This design comes from an exercise in tuning for small area, a short achievable clock period and few clock cycles per item on the open sky130 flow, not from production work.
The RTL was checked by simulation tests, not by an equivalence proof against the original design.

<file path="design/flow/config.mk">
export PLATFORM = sky130hd
export DESIGN_NAME = conv_requant
export DESIGN_NICKNAME = conv_requant
export VERILOG_FILES = /design/flow/design.v
export SDC_FILE = /design/flow/constraint.sdc
export NUM_CORES = 4
export LEC_CHECK = 0
export CAP_MARGIN = 20
export CORE_MARGIN = 2
export CORE_UTILIZATION = 40
export SLEW_MARGIN = 20
</file>
<file path="design/flow/run.sh">
#!/bin/bash
# synth_recipe.tcl (not shown) runs the flow's synth.tcl, then flattens the netlist and writes it again
# the make line also repeats each setting of config.mk as NAME=value (left out here)
make -C /OpenROAD-flow-scripts/flow DESIGN_CONFIG=/design/flow/config.mk WORK_HOME=/design/flow/orfs CLKGATE_MAP_FILE= SYNTH_SCRIPT=/design/flow/synth_recipe.tcl finish
</file>
<file path="design/flow/design.v">
`default_nettype none
module conv_requant #(
    parameter int ACC_WIDTH = 32,
    parameter int C_WIDTH   = 16,
    parameter int M0_WIDTH  = 32,
    parameter int N_WIDTH   = 8,
    parameter int OUT_WIDTH = 8
) (
    input  logic                 clk,
    input  logic                 rst,
    input  logic                 i_enb_cfg,
    input  logic [C_WIDTH-1:0]   i_C,
    input  logic [M0_WIDTH-1:0]  i_M0,
    input  logic [N_WIDTH-1:0]   i_N,
    input  logic [OUT_WIDTH-1:0] i_Z,
    input  logic                 i_valid,
    input  logic [ACC_WIDTH-1:0] i_acc,
    output logic                 o_ready,
    output logic                 o_valid,
    output logic [OUT_WIDTH-1:0] o_data,
    output logic                 o_sat,
    input  logic                 i_ready,
    output logic                 o_cfg_busy
);
    localparam int c_SUM_W  = ACC_WIDTH + 1;
    localparam int c_PROD_W = ACC_WIDTH + M0_WIDTH + 1;
    localparam int c_RND_W  = c_PROD_W + 1;
    localparam int c_SH_W   = $clog2(M0_WIDTH + 32) + 1;
    localparam logic [N_WIDTH-1:0]        c_N_MAX   = N_WIDTH'(31);
    localparam logic signed [c_RND_W-1:0] c_OUT_MAX =
        (c_RND_W'(1) << (OUT_WIDTH - 1)) - c_RND_W'(1);
    localparam logic signed [c_RND_W-1:0] c_OUT_MIN = ~c_OUT_MAX;
    logic [C_WIDTH-1:0]   r_c,  r_c_sh;
    logic [M0_WIDTH-1:0]  r_m0, r_m0_sh;
    logic [N_WIDTH-1:0]   r_n,  r_n_sh;
    logic [OUT_WIDTH-1:0] r_z,  r_z_sh;
    logic                 r_cfg_pending;
    logic                      r_s1_valid;
    logic [c_SUM_W-1:0]        r_s1_sum;
    logic                      r_s2_valid;
    logic signed [c_PROD_W-1:0] r_s2_prod;
    logic                      r_s3_valid;
    logic w_s3_load, w_s2_adv, w_s2_load, w_s1_adv, w_s1_load;
    logic w_in_fire, w_empty, w_apply;
    logic [c_SUM_W-1:0]          w_acc_x, w_c_x, w_sum;
    logic signed [c_PROD_W-1:0]  w_sum_x, w_m0_x, w_prod;
    logic [c_SH_W-1:0]           w_n_clip, w_sh;
    logic signed [c_RND_W-1:0]   w_prod_x, w_half, w_rnd, w_shr, w_z_x, w_v;
    logic [OUT_WIDTH-1:0]        w_out;
    logic                        w_sat;
    always_comb begin
        w_s3_load = !r_s3_valid || i_ready;
        w_s2_adv  = r_s2_valid && w_s3_load;
        w_s2_load = !r_s2_valid || w_s2_adv;
        w_s1_adv  = r_s1_valid && w_s2_load;
        w_s1_load = !r_s1_valid || w_s1_adv;
        o_ready   = !r_cfg_pending && w_s1_load;
        w_in_fire = i_valid && o_ready;
        w_empty   = !r_s1_valid && !r_s2_valid && !r_s3_valid;
        w_apply   = r_cfg_pending && w_empty;
    end
    assign o_valid    = r_s3_valid;
    assign o_cfg_busy = r_cfg_pending;
    always_comb begin
        w_acc_x  = {{(c_SUM_W - ACC_WIDTH){i_acc[ACC_WIDTH-1]}}, i_acc};
        w_c_x    = {{(c_SUM_W - C_WIDTH){r_c[C_WIDTH-1]}}, r_c};
        w_sum    = w_acc_x + w_c_x;
        w_sum_x  = {{(c_PROD_W - c_SUM_W){r_s1_sum[c_SUM_W-1]}}, r_s1_sum};
        w_m0_x   = {{(c_PROD_W - M0_WIDTH){r_m0[M0_WIDTH-1]}}, r_m0};
        w_prod   = w_sum_x * w_m0_x;
    end
    always_comb begin
        w_n_clip = (r_n > c_N_MAX) ? c_SH_W'(31) : c_SH_W'(r_n);
        w_sh     = c_SH_W'(M0_WIDTH - 1) + w_n_clip;
        w_prod_x = {r_s2_prod[c_PROD_W-1], r_s2_prod};
        w_half   = (c_RND_W'(1) << w_sh) >> 1;
        w_rnd    = w_prod_x + w_half;
        w_shr    = w_rnd >>> w_sh;
        w_z_x    = {{(c_RND_W - OUT_WIDTH){r_z[OUT_WIDTH-1]}}, r_z};
        w_v      = w_shr + w_z_x;
        w_out    = w_v[OUT_WIDTH-1:0];
        w_sat    = 1'b0;
        if (w_v > c_OUT_MAX) begin
            w_out = c_OUT_MAX[OUT_WIDTH-1:0];
            w_sat = 1'b1;
        end else if (w_v < c_OUT_MIN) begin
            w_out = c_OUT_MIN[OUT_WIDTH-1:0];
            w_sat = 1'b1;
        end
    end
    always_ff @(posedge clk or posedge rst) begin
        if (rst) begin
            r_cfg_pending <= 1'b0;
            r_c_sh  <= '0;
            r_m0_sh <= '0;
            r_n_sh  <= '0;
            r_z_sh  <= '0;
            r_c     <= '0;
            r_m0    <= '0;
            r_n     <= '0;
            r_z     <= '0;
        end else begin
            if (i_enb_cfg) begin
                r_c_sh        <= i_C;
                r_m0_sh       <= i_M0;
                r_n_sh        <= i_N;
                r_z_sh        <= i_Z;
                r_cfg_pending <= 1'b1;
            end else if (w_apply) begin
                r_cfg_pending <= 1'b0;
            end
            if (w_apply) begin
                r_c  <= r_c_sh;
                r_m0 <= r_m0_sh;
                r_n  <= r_n_sh;
                r_z  <= r_z_sh;
            end
        end
    end
    always_ff @(posedge clk or posedge rst) begin
        if (rst) begin
            r_s1_valid <= 1'b0;
            r_s1_sum   <= '0;
        end else if (w_s1_load) begin
            r_s1_valid <= w_in_fire;
            if (w_in_fire) begin
                r_s1_sum <= w_sum;
            end
        end
    end
    always_ff @(posedge clk or posedge rst) begin
        if (rst) begin
            r_s2_valid <= 1'b0;
            r_s2_prod  <= '0;
        end else if (w_s2_load) begin
            r_s2_valid <= r_s1_valid;
            if (r_s1_valid) begin
                r_s2_prod <= w_prod;
            end
        end
    end
    always_ff @(posedge clk or posedge rst) begin
        if (rst) begin
            r_s3_valid <= 1'b0;
            o_data     <= '0;
            o_sat      <= 1'b0;
        end else if (w_s3_load) begin
            r_s3_valid <= r_s2_valid;
            if (r_s2_valid) begin
                o_data <= w_out;
                o_sat  <= w_sat;
            end
        end
    end
endmodule
`default_nettype wire
</file>
<file path="design/flow/constraint.sdc">
create_clock -name core_clock -period 10.0 [get_ports {clk}]
set_input_delay 2.0000 -clock core_clock [delete_from_list [all_inputs] [get_ports {clk}]]
set_output_delay 2.0000 -clock core_clock [all_outputs]
set_load 0.01 [all_outputs]
</file>
==> results_tabular.tex <==
\begin{tabular}{lr}
\hline
Metric & Value \\
\hline
\multicolumn{2}{l}{\textbf{Layout}} \\
Final net count & 8879 \\
Layout filler cell count & 14980 \\
Layout overhead on the synthesized area & 11.10\% \\
Share of cells above drive strength 1 & 10.41\% \\
\multicolumn{2}{l}{\textbf{Timing}} \\
Worst slew slack as a fraction of its limit & 23.08\% \\
Shortest clock period the worst path allows after layout & 9638 ps \\
Share of the clock period used by the worst path & 96.38\% \\
Post-route setup slack & 361.8 ps \\
Maximum frequency from static timing analysis & 103.8 MHz \\
Count of final setup violators & 0 \\
Max-slew violation count & 0 \\
Hold violation count in the final report & 0 \\
Setup\_tns & 0 ps \\
Worst slew pin tran & 1142 ps \\
Post-route clock skew & 47.62 ps \\
\multicolumn{2}{l}{\textbf{Worst setup path}} \\
Maximum net fanout on the critical path & 16 \\
Cell with the largest stage delay on the worst path & sky130\_fd\_sc\_hd\_\_dfrtp\_1 \\
Most prevalent standard cell on the critical path & sky130\_fd\_sc\_hd\_\_fa\_1 \\
R2r startpoint & r\_s1\_sum[9]\$\_DFFE\_PP0P\_ \\
Arrival time at the worst endpoint & 10130 ps \\
Worst Setup End Kind & register \\
Flop-to-flop setup slack & 360 ps \\
Crit path launch type & register \\
Highest cell delay on the worst timing path & 910 ps \\
Critical Path RT & 10490 ps \\
Path type of the worst setup path & reg -> reg \\
Length in cells of the worst reg-to-reg path & 30 \\
Critical R2R Capture & r\_s2\_prod[62]\$\_DFFE\_PP0P\_ \\
\multicolumn{2}{l}{\textbf{Synth}} \\
Yosys warning count & 1 \\
Cell type contributing the most total cell area after synthesis & sky130\_fd\_sc\_hd\_\_fa\_1 \\
Synth Instances & 7162 \\
Synthesized area divided by synthesized cell count & 8.579 sq um \\
Cells taking the most area after synthesis & sky130\_fd\_sc\_hd\_\_fa\_1 36\%, sky130\_fd\_sc\_hd\_\_dfrtp\_1 9.7\%, sky130\_fd\_sc\_hd\_\_inv\_1 7.3\% \\
Distinct cells, synth & 108 \\
Asr flop ratio synth & 100.0\% \\
Total standard cell area after synthesis & 0.06145 sq mm \\
Most instantiated flip-flop cell in the synthesis netlist & sky130\_fd\_sc\_hd\_\_dfrtp\_1 \\
Number of synthesized flops with an enable pin & 0 \\
Share of the synthesized area in the top cell type & 36.33\% \\
Part of the Yosys area used for sequential elements & 9.733\% \\
Synth Register Bits & 239 \\
\multicolumn{2}{l}{\textbf{Min path}} \\
Critical hold path startpoint & r\_c\_sh[1]\$\_DFFE\_PP0P\_ \\
Cell depth of the worst hold path & 2 \\
Endpoint of the worst hold path & r\_c[1]\$\_DFFE\_PP0P\_ \\
Worst hold path class & reg -> reg \\
\multicolumn{2}{l}{\textbf{Run status}} \\
Status & finished clean \\
\multicolumn{2}{l}{\textbf{Place}} \\
Count of input and output buffers & 112 \\
Global placer's final weighted congestion & 0.9925 \\
Minimum setup slack after placement & -135.3 ps \\
Post-detailed-placement half-perimeter wirelength & 161.7 mm \\
\multicolumn{2}{l}{\textbf{Die}} \\
Width of the chip & 395.9 um \\
Initial core utilization & 40.35\% \\
Row cnt & 143 \\
Height of the die & 395.9 um \\
Area of the die & 0.1568 sq mm \\
Ports & 113 \\
Core footprint & 0.1523 sq mm \\
\multicolumn{2}{l}{\textbf{Clocking}} \\
Cell at the root of the clock tree & sky130\_fd\_sc\_hd\_\_clkbuf\_16 \\
CTS tree & done \\
H-Tree Level Count & 2 \\
Clock-pin slew reported for the worst setup and hold paths after clock tree synthesis & 60 ps \\
Count of clock tree sinks & 239 \\
Bufs on Longest Clock Path & 3 \\
Count of hold-fix buffers inserted at cts & 0 \\
Clock latency on the worst-skew pair & 620 ps \\
TritonCTS Buffers & 38 \\
\multicolumn{2}{l}{\textbf{Routing}} \\
Average vias per placed instance & 5.463 \\
Via count & 51190 \\
Remaining design rule violation count & 0 \\
Count of TritonRoute iterations in the first routing pass & 6 \\
Drt first-iter violations & 3717 \\
Residual antenna-violating net count after detailed routing & 0 \\
Total routed wirelength & 192.1 mm \\
WL/cell & 20.50 um \\
\multicolumn{2}{l}{\textbf{GRT}} \\
Global-route usage over all layers & 24.90\% \\
Vias in the first global route & 54140 \\
Global-route wire length before repair & 308.1 mm \\
Number of antenna violations at the first check in global routing & 3 \\
Aggregate global routing overflow & 0 \\
Largest net degree at the start of global routing & 121 \\
\multicolumn{2}{l}{\textbf{Flow run}} \\
Max Cap Violations & 0 \\
\hline
\end{tabular}
## timing repair
action	in CTS	in global routing
setup buffers	0	7
endpoints found under the setup margin	8	14
resized for setup	2	91
pin swaps	0	17
## registers in the layout, summed over array words and instances, names as in the netlist
| name | cells |
|---|---|
| r_s3_valid | 1 |
| r_c_sh | 16 |
| r_cfg_pending | 1 |
| r_z_sh | 8 |
| r_s2_valid | 1 |
| r_s1_sum | 33 |
| r_s2_prod | 65 |
| r_m0 | 32 |
| o_sat | 1 |
| r_m0_sh | 32 |
| o_data | 8 |
| r_c | 16 |
| r_z | 8 |
| r_s1_valid | 1 |
| r_n_sh | 8 |
| r_n | 8 |
## synthesized netlist by cell type, types with 27 or more instances
| library cell | instances |
|---|---|
| sky130_fd_sc_hd__and2_1 | 284 |
| sky130_fd_sc_hd__o31ai_1 | 33 |
| sky130_fd_sc_hd__mux2i_1 | 77 |
| sky130_fd_sc_hd__a31oi_1 | 32 |
| sky130_fd_sc_hd__nor3_1 | 74 |
| sky130_fd_sc_hd__xor2_1 | 73 |
| sky130_fd_sc_hd__o21a_1 | 36 |
| sky130_fd_sc_hd__fa_1 | 1115 |
| sky130_fd_sc_hd__a21oi_1 | 327 |
| sky130_fd_sc_hd__buf_2 | 34 |
| sky130_fd_sc_hd__a211oi_1 | 48 |
| sky130_fd_sc_hd__a21o_1 | 112 |
| sky130_fd_sc_hd__o21bai_1 | 40 |
| sky130_fd_sc_hd__o21ai_0 | 281 |
| sky130_fd_sc_hd__nor2_1 | 239 |
| sky130_fd_sc_hd__nand2b_1 | 69 |
| sky130_fd_sc_hd__o21ai_1 | 27 |
| sky130_fd_sc_hd__nand3_1 | 73 |
| sky130_fd_sc_hd__mux2_2 | 160 |
| sky130_fd_sc_hd__nand4_1 | 62 |
| sky130_fd_sc_hd__clkbuf_1 | 361 |
| sky130_fd_sc_hd__nand2_1 | 1170 |
| sky130_fd_sc_hd__dfrtp_1 | 239 |
| sky130_fd_sc_hd__and3_1 | 40 |
| sky130_fd_sc_hd__xnor2_1 | 123 |
| sky130_fd_sc_hd__o211ai_1 | 66 |
| sky130_fd_sc_hd__ha_1 | 354 |
| sky130_fd_sc_hd__inv_1 | 1196 |
## final cells by class
| class | instances | area (sq um) | share of cell area (%) |
|---|---|---|---|
| tap | 2030 | 2540 | 3.721 |
| clock inverter | 19 | 226.5 | 0.3318 |
| antenna | 5 | 12.51 | 0.01833 |
| clock buffer | 48 | 1070 | 1.567 |
| multi-input combinational | 5334 | 49880 | 73.08 |
| timing repair buffer | 497 | 4038 | 5.915 |
| sequential | 239 | 5984 | 8.767 |
| inverter | 1199 | 4508 | 6.604 |
## worst max-delay path by stage
stage	from	endpoint	slack [ps]	depth (start not counted)
2_1_floorplan	r_n[5]$_DFFE_PP0P_	o_data[0]$_DFFE_PP0P_	60	43
3_3_place_gp	r_n[5]$_DFFE_PP0P_	o_data[0]$_DFFE_PP0P_	-100	41
3_5_place_dp	r_n[5]$_DFFE_PP0P_	o_data[1]$_DFFE_PP0P_	-140	40
4_1_cts	r_n[5]$_DFFE_PP0P_	o_data[0]$_DFFE_PP0P_	10	40
5_1_grt	r_n[5]$_DFFE_PP0P_	o_data[0]$_DFFE_PP0P_	-160	38
6_report	r_s1_sum[9]$_DFFE_PP0P_	r_s2_prod[62]$_DFFE_PP0P_	360	30
## placed cells by master (no fill, tap or decap), types with 36 or more instances in the layout
cell	count
sky130_fd_sc_hd__nand2_1	1163
sky130_fd_sc_hd__o21a_1	36
sky130_fd_sc_hd__o211ai_1	66
sky130_fd_sc_hd__a21o_1	112
sky130_fd_sc_hd__nand4_1	62
sky130_fd_sc_hd__and2_1	282
sky130_fd_sc_hd__xnor2_1	122
sky130_fd_sc_hd__clkbuf_16	39
sky130_fd_sc_hd__a211oi_1	41
sky130_fd_sc_hd__o21ai_0	273
sky130_fd_sc_hd__o21bai_1	40
sky130_fd_sc_hd__nor3_1	67
sky130_fd_sc_hd__inv_1	1195
sky130_fd_sc_hd__nand2b_1	68
sky130_fd_sc_hd__xor2_1	73
sky130_fd_sc_hd__mux2i_1	75
sky130_fd_sc_hd__and3_1	40
sky130_fd_sc_hd__nor2_1	236
sky130_fd_sc_hd__a21oi_1	319
sky130_fd_sc_hd__nand3_1	72
sky130_fd_sc_hd__clkdlybuf4s50_1	111
sky130_fd_sc_hd__buf_4	383
sky130_fd_sc_hd__dfrtp_1	236
sky130_fd_sc_hd__fa_1	1114
sky130_fd_sc_hd__mux2_2	160
sky130_fd_sc_hd__ha_1	345
## per-layer routing
layer	vias to the layer above	track usage (%)	wire length, um
met5	-	0	13
met4	2	7.190	5912
met3	288	3.058	11190
met2	1499	41.81	91020
met1	26170	33.71	83940
li1	23240	-	-
## critical path: cells and delay by family, from the launching register on
kind | cells | cell delay [ps]
AND/OR/NAND/NOR | 2 | 700
XOR/XNOR | 1 | 140
AO/OA/AOI/OAI | 11 | 2980
flip-flops | 1 | 910
buffers and inverters | 7 | 360
adder cells (fa/ha/maj) | 9 | 4390
## kinds of logic after synthesis
group	after synthesis	share of synthesized area, %
simple gates	2161	16.26
buf+inv	1606	9.888
fa+ha+maj	1469	43.54
compound gates	1241	13.19
mux	249	4.596
flops	239	9.733
xor+xnor	196	2.794
other cells	1	0.006103
## through the flow
| stage | cells | hold slack, ps | area [sq um] | util, % |
|---|---|---|---|---|
| finish | 9371 | 478.2 | 68260 | 44.83 |
| detailed placement | 9292 | 477.6 | 66510 | 43.68 |
| global placement | 9292 | 473.0 | 66510 | 43.68 |
| floorplan | 7179 | 446.0 | 61510 | - |
| CTS | 9359 | 491.0 | 67820 | 44.54 |
| global route | 9367 | 509.7 | 68250 | 44.83 |
Testbench counts, summed over its fixed seeds: cycles 5,791, items 5,271.

[what the ideal ports hide]
How much do the figures lean on ideal ports? The routed layout below was timed once more, with nothing changed but the port constraints. Step 1 sets driving cells, clkbuf_16 on the clock port and buf_2 on the other inputs (assumed; they add their load-dependent delay and slew). Step 2 moves the port delays by t, midway between the first and last clock arrival at a register: inputs arrive t later, outputs are due t later. That takes back most of the time a late clock gives input paths. Three values: ideal ports, drivers, drivers and shift; two values: the first two.
t, ns: 0.678
setup slack, ns: 0.362 / 0.362 / 0.362
pins driven straight from the clock port: 1
After both steps this run still meets setup and hold. The setup slack of this run moves by 0.000 ns with the drivers and by 0.000 ns with both steps.
